Background: an optimization exercise with open tools, aiming at small area and a short achievable clock period. Do not read the settings as production practice. Function was checked by simulation only, so behaviour that the tests miss may differ from the original. Power figures rest on the tool's default switching activity, not on a simulated workload.

File: design.v
package osiris_pkg;
    localparam int XLEN_DEF = 32;
    typedef enum logic [4:0] {
        OPC_LOAD     = 5'b00000,
        OPC_MISC_MEM = 5'b00011,
        OPC_OP_IMM   = 5'b00100,
        OPC_AUIPC    = 5'b00101,
        OPC_STORE    = 5'b01000,
        OPC_OP       = 5'b01100,
        OPC_LUI      = 5'b01101,
        OPC_BRANCH   = 5'b11000,
        OPC_JALR     = 5'b11001,
        OPC_JAL      = 5'b11011
    } opcode_e;
    typedef enum logic [2:0] {
        ALU_OP_ADD       = 3'd0,
        ALU_OP_SUB       = 3'd1,
        ALU_OP_FUNCT     = 3'd2,
        ALU_OP_FUNCT_IMM = 3'd3,
        ALU_OP_BRANCH    = 3'd4,
        ALU_OP_PASS_B    = 3'd5
    } alu_op_e;
    typedef enum logic [4:0] {
        ALU_ADD    = 5'd0,
        ALU_SUB    = 5'd1,
        ALU_SLL    = 5'd2,
        ALU_SLT    = 5'd3,
        ALU_SLTU   = 5'd4,
        ALU_XOR    = 5'd5,
        ALU_SRL    = 5'd6,
        ALU_SRA    = 5'd7,
        ALU_OR     = 5'd8,
        ALU_AND    = 5'd9,
        ALU_SEQ    = 5'd10,
        ALU_SGE    = 5'd11,
        ALU_SGEU   = 5'd12,
        ALU_PASS_B = 5'd13
    } alu_ctrl_e;
    typedef enum logic [2:0] {
        IMM_I = 3'd0,
        IMM_S = 3'd1,
        IMM_B = 3'd2,
        IMM_U = 3'd3,
        IMM_J = 3'd4
    } imm_src_e;
    typedef enum logic [1:0] {
        SRC_A_RS1  = 2'd0,
        SRC_A_PC   = 2'd1,
        SRC_A_ZERO = 2'd2
    } src_a_e;
    typedef enum logic [1:0] {
        RES_ALU      = 2'd0,
        RES_MEM      = 2'd1,
        RES_PC_PLUS4 = 2'd2
    } result_src_e;
    typedef struct packed {
        logic        jump;
        logic        branch;
        logic        reg_write;
        result_src_e result_src;
        logic        mem_write;
        logic        alu_src_imm;
        src_a_e      src_a;
        logic        addr_src_rs1;
        alu_ctrl_e   alu_ctrl;
        logic        fence;
    } id_ctrl_t;
    typedef struct packed {
        logic                valid;
        logic [31:0]         instr;
        logic [XLEN_DEF-1:0] pc;
        logic [XLEN_DEF-1:0] rs1_data;
        logic [XLEN_DEF-1:0] rs2_data;
    } if_id_t;
    typedef struct packed {
        logic                valid;
        id_ctrl_t            ctrl;
        logic [XLEN_DEF-1:0] pc;
        logic [XLEN_DEF-1:0] rs1_data;
        logic [XLEN_DEF-1:0] rs2_data;
        logic [XLEN_DEF-1:0] imm;
        logic [4:0]          rd;
    } id_ex_t;
    typedef struct packed {
        logic                valid;
        logic [XLEN_DEF-1:0] alu_result;
        logic [XLEN_DEF-1:0] pc_plus4;
        logic [XLEN_DEF-1:0] store_data;
        logic [4:0]          rd;
        logic                reg_write;
        logic                mem_write;
        result_src_e         result_src;
        logic                fence;
    } ex_out_t;
endpackage
module if_id_reg (
    input  logic   i_clk,
    input  logic   i_rst_n,
    input  logic   i_flush,
    input  osiris_pkg::if_id_t i_d,
    output osiris_pkg::if_id_t o_q
);
    logic                valid_q;
    logic [31:0]         instr_q;
    logic [osiris_pkg::XLEN_DEF-1:0] pc_q;
    logic [osiris_pkg::XLEN_DEF-1:0] rs1_q;
    logic [osiris_pkg::XLEN_DEF-1:0] rs2_q;
    always_ff @(posedge i_clk or negedge i_rst_n) begin
        if (!i_rst_n) begin
            valid_q <= 1'b0;
        end else begin
            valid_q <= i_d.valid & ~i_flush;
        end
    end
    always_ff @(posedge i_clk) begin
        instr_q <= i_d.instr;
        pc_q    <= i_d.pc;
        rs1_q   <= i_d.rs1_data;
        rs2_q   <= i_d.rs2_data;
    end
    assign o_q = {valid_q, instr_q, pc_q, rs1_q, rs2_q};
endmodule
module op_decoder (
    input  osiris_pkg::opcode_e  i_op,
    output osiris_pkg::id_ctrl_t o_ctrl,
    output osiris_pkg::imm_src_e o_imm_src,
    output osiris_pkg::alu_op_e  o_alu_op
);
    always_comb begin
        o_ctrl    = '0;
        o_imm_src = osiris_pkg::IMM_I;
        o_alu_op  = osiris_pkg::ALU_OP_ADD;
        case (i_op)
            osiris_pkg::OPC_LOAD: begin
                o_ctrl.reg_write   = 1'b1;
                o_ctrl.result_src  = osiris_pkg::RES_MEM;
                o_ctrl.alu_src_imm = 1'b1;
            end
            osiris_pkg::OPC_STORE: begin
                o_ctrl.mem_write   = 1'b1;
                o_ctrl.alu_src_imm = 1'b1;
                o_imm_src          = osiris_pkg::IMM_S;
            end
            osiris_pkg::OPC_OP_IMM: begin
                o_ctrl.reg_write   = 1'b1;
                o_ctrl.alu_src_imm = 1'b1;
                o_alu_op           = osiris_pkg::ALU_OP_FUNCT_IMM;
            end
            osiris_pkg::OPC_OP: begin
                o_ctrl.reg_write = 1'b1;
                o_alu_op         = osiris_pkg::ALU_OP_FUNCT;
            end
            osiris_pkg::OPC_BRANCH: begin
                o_ctrl.branch = 1'b1;
                o_imm_src     = osiris_pkg::IMM_B;
                o_alu_op      = osiris_pkg::ALU_OP_BRANCH;
            end
            osiris_pkg::OPC_JAL: begin
                o_ctrl.jump       = 1'b1;
                o_ctrl.reg_write  = 1'b1;
                o_ctrl.result_src = osiris_pkg::RES_PC_PLUS4;
                o_imm_src         = osiris_pkg::IMM_J;
            end
            osiris_pkg::OPC_JALR: begin
                o_ctrl.jump         = 1'b1;
                o_ctrl.reg_write    = 1'b1;
                o_ctrl.result_src   = osiris_pkg::RES_PC_PLUS4;
                o_ctrl.addr_src_rs1 = 1'b1;
            end
            osiris_pkg::OPC_LUI: begin
                o_ctrl.reg_write   = 1'b1;
                o_ctrl.alu_src_imm = 1'b1;
                o_ctrl.src_a       = osiris_pkg::SRC_A_ZERO;
                o_imm_src          = osiris_pkg::IMM_U;
                o_alu_op           = osiris_pkg::ALU_OP_PASS_B;
            end
            osiris_pkg::OPC_AUIPC: begin
                o_ctrl.reg_write   = 1'b1;
                o_ctrl.alu_src_imm = 1'b1;
                o_ctrl.src_a       = osiris_pkg::SRC_A_PC;
                o_imm_src          = osiris_pkg::IMM_U;
            end
            osiris_pkg::OPC_MISC_MEM: begin
                o_ctrl.fence = 1'b1;
            end
            default: begin
                o_ctrl = '0;
            end
        endcase
    end
endmodule
module alu_decoder (
    input  osiris_pkg::alu_op_e    i_alu_op,
    input  logic [2:0] i_funct_3,
    input  logic       i_funct_7_5,
    input  logic       i_op_5,
    output osiris_pkg::alu_ctrl_e  o_alu_ctrl
);
    always_comb begin
        case (i_alu_op)
            osiris_pkg::ALU_OP_ADD:    o_alu_ctrl = osiris_pkg::ALU_ADD;
            osiris_pkg::ALU_OP_SUB:    o_alu_ctrl = osiris_pkg::ALU_SUB;
            osiris_pkg::ALU_OP_PASS_B: o_alu_ctrl = osiris_pkg::ALU_PASS_B;
            osiris_pkg::ALU_OP_FUNCT, osiris_pkg::ALU_OP_FUNCT_IMM: begin
                case (i_funct_3)
                    3'b000:  o_alu_ctrl = (i_op_5 && i_funct_7_5) ? osiris_pkg::ALU_SUB : osiris_pkg::ALU_ADD;
                    3'b001:  o_alu_ctrl = osiris_pkg::ALU_SLL;
                    3'b010:  o_alu_ctrl = osiris_pkg::ALU_SLT;
                    3'b011:  o_alu_ctrl = osiris_pkg::ALU_SLTU;
                    3'b100:  o_alu_ctrl = osiris_pkg::ALU_XOR;
                    3'b101:  o_alu_ctrl = i_funct_7_5 ? osiris_pkg::ALU_SRA : osiris_pkg::ALU_SRL;
                    3'b110:  o_alu_ctrl = osiris_pkg::ALU_OR;
                    default: o_alu_ctrl = osiris_pkg::ALU_AND;
                endcase
            end
            osiris_pkg::ALU_OP_BRANCH: begin
                case (i_funct_3)
                    3'b001:  o_alu_ctrl = osiris_pkg::ALU_SEQ;
                    3'b100:  o_alu_ctrl = osiris_pkg::ALU_SGE;
                    3'b101:  o_alu_ctrl = osiris_pkg::ALU_SLT;
                    3'b110:  o_alu_ctrl = osiris_pkg::ALU_SGEU;
                    3'b111:  o_alu_ctrl = osiris_pkg::ALU_SLTU;
                    default: o_alu_ctrl = osiris_pkg::ALU_SUB;
                endcase
            end
            default: o_alu_ctrl = osiris_pkg::ALU_ADD;
        endcase
    end
endmodule
module control_unit (
    input  osiris_pkg::opcode_e    i_op,
    input  logic [2:0] i_funct_3,
    input  logic       i_funct_7_5,
    input  logic       i_branch_ex,
    input  logic       i_jump_ex,
    input  logic       i_zero,
    output osiris_pkg::id_ctrl_t   o_ctrl_id,
    output osiris_pkg::imm_src_e   o_imm_src_id,
    output logic       o_pc_src_ex
);
    osiris_pkg::id_ctrl_t  op_ctrl;
    osiris_pkg::alu_op_e   alu_op;
    osiris_pkg::alu_ctrl_e alu_ctrl;
    logic      op_5;
    assign op_5 = i_op[3];
    op_decoder u_op_decoder (
        .i_op      (i_op),
        .o_ctrl    (op_ctrl),
        .o_imm_src (o_imm_src_id),
        .o_alu_op  (alu_op)
    );
    alu_decoder u_alu_decoder (
        .i_alu_op    (alu_op),
        .i_funct_3   (i_funct_3),
        .i_funct_7_5 (i_funct_7_5),
        .i_op_5      (op_5),
        .o_alu_ctrl  (alu_ctrl)
    );
    always_comb begin
        o_ctrl_id          = op_ctrl;
        o_ctrl_id.alu_ctrl = alu_ctrl;
    end
    assign o_pc_src_ex = (i_zero & i_branch_ex) | i_jump_ex;
endmodule
module imm_extend #(
    parameter int XLEN = osiris_pkg::XLEN_DEF
) (
    input  logic [31:0]     i_instr,
    input  osiris_pkg::imm_src_e        i_imm_src,
    output logic [XLEN-1:0] o_imm
);
    logic [31:0] imm_32;
    always_comb begin
        case (i_imm_src)
            osiris_pkg::IMM_I: imm_32 = {{20{i_instr[31]}}, i_instr[31:20]};
            osiris_pkg::IMM_S: imm_32 = {{20{i_instr[31]}}, i_instr[31:25], i_instr[11:7]};
            osiris_pkg::IMM_B: imm_32 = {{20{i_instr[31]}}, i_instr[7], i_instr[30:25],
                             i_instr[11:8], 1'b0};
            osiris_pkg::IMM_U: imm_32 = {i_instr[31:12], 12'b0};
            osiris_pkg::IMM_J: imm_32 = {{12{i_instr[31]}}, i_instr[19:12], i_instr[20],
                             i_instr[30:21], 1'b0};
            default: imm_32 = '0;
        endcase
    end
    assign o_imm = XLEN'($signed(imm_32));
endmodule
module id_ex_reg #(
    parameter int XLEN = osiris_pkg::XLEN_DEF
) (
    input  logic   i_clk,
    input  logic   i_rst_n,
    input  logic   i_flush,
    input  osiris_pkg::id_ex_t i_d,
    output osiris_pkg::id_ex_t o_q
);
    logic     valid_q;
    osiris_pkg::id_ctrl_t ctrl_q;
    logic     load;
    assign load = i_d.valid & ~i_flush;
    always_ff @(posedge i_clk or negedge i_rst_n) begin
        if (!i_rst_n) begin
            valid_q <= 1'b0;
            ctrl_q  <= '0;
        end else if (load) begin
            valid_q <= 1'b1;
            ctrl_q  <= i_d.ctrl;
        end else begin
            valid_q <= 1'b0;
            ctrl_q  <= '0;
        end
    end
    logic [XLEN-1:0] pc_q;
    logic [XLEN-1:0] rs1_q;
    logic [XLEN-1:0] rs2_q;
    logic [XLEN-1:0] imm_q;
    logic [4:0]      rd_q;
    always_ff @(posedge i_clk) begin
        pc_q  <= i_d.pc;
        rs1_q <= i_d.rs1_data;
        rs2_q <= i_d.rs2_data;
        imm_q <= i_d.imm;
        rd_q  <= i_d.rd;
    end
    assign o_q = {valid_q, ctrl_q, pc_q, rs1_q, rs2_q, imm_q, rd_q};
endmodule
module ex_stage #(
    parameter int XLEN = osiris_pkg::XLEN_DEF
) (
    input  osiris_pkg::id_ex_t          i_d,
    output osiris_pkg::ex_out_t         o_out,
    output logic            o_zero,
    output logic [XLEN-1:0] o_target
);
    localparam int SHW = $clog2(XLEN);
    logic [XLEN-1:0] src_a;
    logic [XLEN-1:0] src_b;
    logic [XLEN-1:0] alu_res;
    logic [XLEN-1:0] pc_plus4;
    logic [SHW-1:0]  shamt;
    logic            lt_s;
    logic            lt_u;
    logic            eq;
    always_comb begin
        case (i_d.ctrl.src_a)
            osiris_pkg::SRC_A_PC:   src_a = i_d.pc;
            osiris_pkg::SRC_A_ZERO: src_a = '0;
            default:    src_a = i_d.rs1_data;
        endcase
    end
    assign src_b = i_d.ctrl.alu_src_imm ? i_d.imm : i_d.rs2_data;
    assign shamt = src_b[SHW-1:0];
    assign lt_s = $signed(src_a) < $signed(src_b);
    assign lt_u = src_a < src_b;
    assign eq   = src_a == src_b;
    always_comb begin
        case (i_d.ctrl.alu_ctrl)
            osiris_pkg::ALU_ADD:    alu_res = src_a + src_b;
            osiris_pkg::ALU_SUB:    alu_res = src_a - src_b;
            osiris_pkg::ALU_SLL:    alu_res = src_a << shamt;
            osiris_pkg::ALU_SLT:    alu_res = XLEN'(lt_s);
            osiris_pkg::ALU_SLTU:   alu_res = XLEN'(lt_u);
            osiris_pkg::ALU_XOR:    alu_res = src_a ^ src_b;
            osiris_pkg::ALU_SRL:    alu_res = src_a >> shamt;
            osiris_pkg::ALU_SRA:    alu_res = $unsigned($signed(src_a) >>> shamt);
            osiris_pkg::ALU_OR:     alu_res = src_a | src_b;
            osiris_pkg::ALU_AND:    alu_res = src_a & src_b;
            osiris_pkg::ALU_SEQ:    alu_res = XLEN'(eq);
            osiris_pkg::ALU_SGE:    alu_res = XLEN'(!lt_s);
            osiris_pkg::ALU_SGEU:   alu_res = XLEN'(!lt_u);
            osiris_pkg::ALU_PASS_B: alu_res = src_b;
            default:    alu_res = '0;
        endcase
    end
    assign o_zero   = (alu_res == '0);
    assign pc_plus4 = i_d.pc + XLEN'(4);
    assign o_target = i_d.ctrl.addr_src_rs1 ?
                      ((i_d.rs1_data + i_d.imm) & {{(XLEN-1){1'b1}}, 1'b0}) : (i_d.pc + i_d.imm);
    assign o_out = {i_d.valid, alu_res, pc_plus4, i_d.rs2_data, i_d.rd,
                    i_d.ctrl.reg_write, i_d.ctrl.mem_write, i_d.ctrl.result_src,
                    i_d.ctrl.fence};
endmodule
module osiris_id_ex #(
    parameter int XLEN = osiris_pkg::XLEN_DEF
) (
    input  logic            i_clk,
    input  logic            i_rst_n,
    input  logic            i_valid,
    input  logic [31:0]     i_instr,
    input  logic [XLEN-1:0] i_pc,
    input  logic [XLEN-1:0] i_rs1_data,
    input  logic [XLEN-1:0] i_rs2_data,
    output logic            o_ex_valid,
    output logic [XLEN-1:0] o_ex_alu_result,
    output logic [XLEN-1:0] o_ex_pc_plus4,
    output logic [XLEN-1:0] o_ex_store_data,
    output logic [4:0]      o_ex_rd,
    output logic            o_ex_reg_write,
    output logic            o_ex_mem_write,
    output logic [1:0]      o_ex_result_src,
    output logic            o_ex_fence,
    output logic            o_pc_src,
    output logic [XLEN-1:0] o_pc_target
);
    osiris_pkg::if_id_t          if_id_d;
    osiris_pkg::if_id_t          if_id_q;
    osiris_pkg::opcode_e         op_id;
    osiris_pkg::id_ctrl_t        ctrl_id;
    osiris_pkg::imm_src_e        imm_src_id;
    logic [XLEN-1:0] imm_id;
    osiris_pkg::id_ex_t          id_ex_d;
    osiris_pkg::id_ex_t          id_ex_q;
    logic            zero_ex;
    logic            pc_src_ex;
    osiris_pkg::ex_out_t ex_out;
    assign if_id_d = {i_valid, i_instr, i_pc, i_rs1_data, i_rs2_data};
    if_id_reg u_if_id_reg (
        .i_clk   (i_clk),
        .i_rst_n (i_rst_n),
        .i_flush (pc_src_ex),
        .i_d     (if_id_d),
        .o_q     (if_id_q)
    );
    assign op_id = osiris_pkg::opcode_e'(if_id_q.instr[6:2]);
    control_unit u_control_unit (
        .i_op         (op_id),
        .i_funct_3    (if_id_q.instr[14:12]),
        .i_funct_7_5  (if_id_q.instr[30]),
        .i_branch_ex  (id_ex_q.ctrl.branch),
        .i_jump_ex    (id_ex_q.ctrl.jump),
        .i_zero       (zero_ex),
        .o_ctrl_id    (ctrl_id),
        .o_imm_src_id (imm_src_id),
        .o_pc_src_ex  (pc_src_ex)
    );
    imm_extend #(.XLEN(XLEN)) u_imm_extend (
        .i_instr   (if_id_q.instr),
        .i_imm_src (imm_src_id),
        .o_imm     (imm_id)
    );
    assign id_ex_d = {if_id_q.valid, ctrl_id, if_id_q.pc, if_id_q.rs1_data,
                      if_id_q.rs2_data, imm_id, if_id_q.instr[11:7]};
    id_ex_reg #(.XLEN(XLEN)) u_id_ex_reg (
        .i_clk   (i_clk),
        .i_rst_n (i_rst_n),
        .i_flush (pc_src_ex),
        .i_d     (id_ex_d),
        .o_q     (id_ex_q)
    );
    ex_stage #(.XLEN(XLEN)) u_ex_stage (
        .i_d      (id_ex_q),
        .o_out    (ex_out),
        .o_zero   (zero_ex),
        .o_target (o_pc_target)
    );
    assign o_pc_src = pc_src_ex;
    assign o_ex_valid      = ex_out.valid;
    assign o_ex_alu_result = ex_out.alu_result;
    assign o_ex_pc_plus4   = ex_out.pc_plus4;
    assign o_ex_store_data = ex_out.store_data;
    assign o_ex_rd         = ex_out.rd;
    assign o_ex_reg_write  = ex_out.reg_write;
    assign o_ex_mem_write  = ex_out.mem_write;
    assign o_ex_result_src = ex_out.result_src;
    assign o_ex_fence      = ex_out.fence;
endmodule
File: run.sh
#!/bin/bash
# synth_recipe.tcl (not shown) runs the flow's synth.tcl, then flattens the netlist and writes it again
# the make line also repeats each setting of config.mk as NAME=value (left out here)
make -C /OpenROAD-flow-scripts/flow DESIGN_CONFIG=/design/flow/config.mk WORK_HOME=/design/flow/orfs CLKGATE_MAP_FILE= SYNTH_SCRIPT=/design/flow/synth_recipe.tcl finish
File: config.mk
export PLATFORM = sky130hd
export DESIGN_NAME = osiris_id_ex
export DESIGN_NICKNAME = osiris_id_ex
export VERILOG_FILES = /design/flow/design.v
export SDC_FILE = /design/flow/constraint.sdc
export NUM_CORES = 4
export LEC_CHECK = 0
export CAP_MARGIN = 20
export CORE_MARGIN = 2
export CORE_UTILIZATION = 40
export SETUP_SLACK_MARGIN = 0.2
export SLEW_MARGIN = 20
File: constraint.sdc
create_clock -name core_clock -period 8.5 [get_ports {i_clk}]
set_input_delay 1.7000 -clock core_clock [delete_from_list [all_inputs] [get_ports {i_clk}]]
set_output_delay 1.7000 -clock core_clock [all_outputs]
set_load 0.01 [all_outputs]
==> results.toml <==
[yosys]
synth_flop_cell = "dfxtp_1"
postSynthAreaPerCell_um2 = 8.241
synth_area_um2 = 22060
synth-edff-count = 0
ys.warnings.count = 7
synth_top_area_frac = 0.2459
synthDistinctLibCells = 96
ys_seq_area_frac = 0.2641
synth_commonest_cells = "nand2_1, dfxtp_1, nor2_1"
synth.area.top_cells = "dfxtp_1, ha_1, mux4_2, nand2_1, a21oi_1"
post-synth-top-count-cell = "nand2_1"
async_flop_share = 0.05575
synth_area_leader_cell = "dfxtp_1"
syn_nets = 2980
ys_ff_latch = 287
synthCells = 2677

[timing]
max_clock_freq_ghz = 0.1242
slew_headroom = 0.2615
finalSetupTns_ns = 0
drv_slew = 0
tightestPinTransition_ns = 1.094
finalHoldViolations = 0
min_period_ns = 8.052
finClkSkew_ns = 0.008980
finalSetupViolCount = 0
rsz0062_at_grt = "false"
fin_crit_sh = 0.9473

[worst_setup_path]
path_max_fanout = 23
worstPathArrival_ns = 6.35
cp-start-kind = "register"
cp_data_required_time_ns = 6.80
r2r_slack_ns = 2.38
crit_type = "reg -> out"
timing.critical_path.to_type = "output port"

[clocking]
cts-buffers-inserted = 28
cts_tree = "built"
cts_num_sinks = 287
root_buffer = "clkbuf_16"
ctsHoldBuffers = 0
h-tree-depth = 1
clockBufferDepth = 3
worstSkewPairLatency_ns = 0.57
clk_pin_slew_ns = 0.07

[drt]
vias = 23130
met3_length_mm = 9.925
drt_iter0_markers = 2695
top_layer_used = "met5"
wl_per_cell_um = 28.35
wl_met2_mm = 45.17
firstDrtPassIters = 9
wl_met1_mm = 40.08
viasPerCell = 6.290
drtAntennaViolNets = 0
drc = 0
drt-total-wl_mm = 104.2

[floorplanning]
core_um2 = 54770
die_w_um = 238.8
die-height_um = 238.8
core.rowCount = 86
die-area_um2 = 57050
start_util = 0.4028
num_io_pins = 271

[power]
power_density_nw_per_um2 = 168.2
static-leakage-power_nw = 11.29
peakVddDrop_mv = 0.1708

[place]
numPortBuffers = 268
hpwl_mm = 84.00
finalWeightedCongestion = 1.084

[global_routing]
grt_max_degree = 65
grt_overflow = 0
grt_pass1_wl_mm = 148.0
grt_pass1_vias = 22100
antenna_found_initial = 5
track_usage = 0.3532

[finish]
diodes = 0
fin_util = 0.5006
fill_cells = 5195
syn_to_final_growth_pct = 24.27
drive_above_1_share = 0.1389
num-nets-final = 3256

[flow_run]
drv_cap = 0

[worst_hold_path]
hold_path_class = "reg -> reg"

[status]
run_status = "timing/DRC/antenna clean"
-- through the flow --
step           power, mW  area [um^2]  hold slack, ns  cells  setup slack [ns]
2_1_floorplan      2.431        22060          0.3096   2677            0.4671
3_3_place_gp       3.168        26040          0.3102   3623            0.4195
3_5_place_dp       3.186        26040          0.3121   3623            0.3486
4_1_cts            4.567        27220          0.3235   3674            0.2014
5_1_grt            4.781        27420          0.3283   3677            0.2348
6_report           4.611        27420          0.3213   3677            0.4480
-- final timing paths --
check                                         end                  start  cells past startpoint
hold reg to reg              u_id_ex_reg.pc_q[14]   u_if_id_reg.pc_q[14]                      0
setup / recovery                         o_pc_src  u_id_ex_reg.ctrl_q[8]                     26
min in group asynchronous  u_id_ex_reg.ctrl_q[11]                i_rst_n                      1
setup reg to reg            u_id_ex_reg.ctrl_q[3]  u_id_ex_reg.ctrl_q[8]                     26
hold / removal               u_id_ex_reg.pc_q[14]   u_if_id_reg.pc_q[14]                      0
max in group asynchronous   u_id_ex_reg.ctrl_q[9]                i_rst_n                      1
-- what timing repair did --
item	4_1_cts	5_1_grt
setup buffers	1	3
pin swaps	3	6
gates cloned	0	0
setup endpoints to repair	1	1
resized for setup	44	49
-- worst max-delay path, cell delays in order, from the launching register on --
cell and delay (ns):
dfrtp_1 0.37, inv_1 0.09, ha_4 0.24, inv_4 0.10, buf_12 0.18, mux2_4 0.37
ha_1 0.36, and3b_1 0.23, a221oi_1 0.32, buf_4 0.21, nor2_2 0.06, buf_4 0.12
or3_1 0.44, o2111ai_4 0.32, a21oi_2 0.12, buf_4 0.18, a211oi_1 0.34, buf_4 0.19
o21bai_1 0.06, a21oi_1 0.19, mux2_2 0.35, o22ai_1 0.18, buf_4 0.17, nor3_4 0.04
buf_12 0.14, or2_1 0.21, dlymetal6s2s_1 0.17
-- report_power, final --
part           internal, mW  switching (mW)  leakage (nW)
combinational         0.743            1.00          8.30
clock                 0.812           0.549         0.496
sequential             1.42          0.0878          2.49
-- sequential cells by signal, indices dropped and copies added (netlist names) --
register / count
u_id_ex_reg.rs2_q: 32
u_if_id_reg.rs2_q: 32
u_id_ex_reg.rs1_q: 32
u_id_ex_reg.pc_q: 32
u_if_id_reg.pc_q: 32
u_id_ex_reg.ctrl_q: 14
u_id_ex_reg.i_d: 10
u_control_unit.u_alu_decoder.i_alu_op: 3
u_id_ex_reg.rd_q: 5
u_id_ex_reg.imm_q: 32
u_if_id_reg.rs1_q: 32
u_if_id_reg.valid_q: 1
u_id_ex_reg.valid_q: 1
u_imm_extend.i_imm_src: 3
u_if_id_reg.instr_q: 26
-- cells by family (layout without fill, tap and decap cells) --
| family | after synthesis | after routing | synth area share |
|---|---|---|---|
| and+or+nand+nor | 868 | 868 | 0.1892 |
| AOI/OAI and AO/OA | 742 | 742 | 0.2244 |
| buffers and inverters | 325 | 621 | 0.06483 |
| DFF | 287 | 287 | 0.2641 |
| muxes | 186 | 186 | 0.1200 |
| adders and majority gates | 173 | 173 | 0.09937 |
| xor gates and xnor gates | 96 | 96 | 0.03811 |
-- area by class of cell --
type	count	area (um^2)	share of cell area
sequential	287	5832	0.2127
timing repair buffer	437	4030	0.1470
inverter	134	510.5	0.01862
multi-input combinational	2065	15140	0.5521
clock inverter	19	295.3	0.01077
tap	704	880.8	0.03213
clock buffer	31	732.0	0.02670
-- metal layers --
layer | global-route usage | vias to the layer above
met2 | 0.5525 | 1456
met4 | 0.2549 | 2
met1 | 0.4317 | 10990
li1 | - | 10320
met3 | 0.07286 | 362
met5 | 0 | -
-- layout by cell type (no fill, tap or decap), types with 13 or more instances in the layout --
cell             synthesis  routed
a211oi_1                20      20
a21o_1                  49      49
a21oi_1                181     174
a221oi_1                25      21
a22oi_1                 20      20
a31oi_1                 28      27
and2_1                  45      44
and3_1                  17      17
buf_4                   43     161
clkbuf_16                0      28
clkdlybuf4s50_1          0     267
dfrtp_1                 16      13
dfxtp_1                271     271
ha_1                   168     166
inv_1                  127     126
mux2_2                  34      31
mux2i_1                 89      79
mux4_2                  57      57
nand2_1                274     274
nand2b_1                34      34
nand3_1                 63      63
nand4_1                 20      20
nor2_1                 198     193
nor2_2                  10      15
nor2b_1                 37      36
nor3_1                  80      78
nor4_1                  20      15
o211ai_1                39      39
o21ai_0                146     130
o21ai_1                  3      13
o21bai_1                23      23
o221ai_1                22      22
o22ai_1                 31      30
o31ai_1                 19      18
or3_1                   25      25
xnor2_1                 66      66
xor2_1                  30      30

separate check: timing with driven ports:
The results above use ideal ports. As a check the final layout listed here was re-extracted and re-timed, cells and wires unchanged.
Step 1, drivers: a clkbuf_16 drives i_clk and a buf_2 each remaining input, both assumed.
Step 2 also shifts input and output timing later by t, the mid clock arrival at the registers, as if the neighbouring blocks saw the same clock.
Slacks: ideal ports / drivers / drivers and shift; pairs: ideal ports / drivers.
t, ns: 0.623
slack for setup (ns): 0.448 / 0.392 / 1.015
hold WS [ns]: 0.321 / 0.321 / 0.321
After both steps setup and hold are still met in this run. The setup slack of this run moves by -0.056 ns with the drivers and by +0.567 ns with both steps.
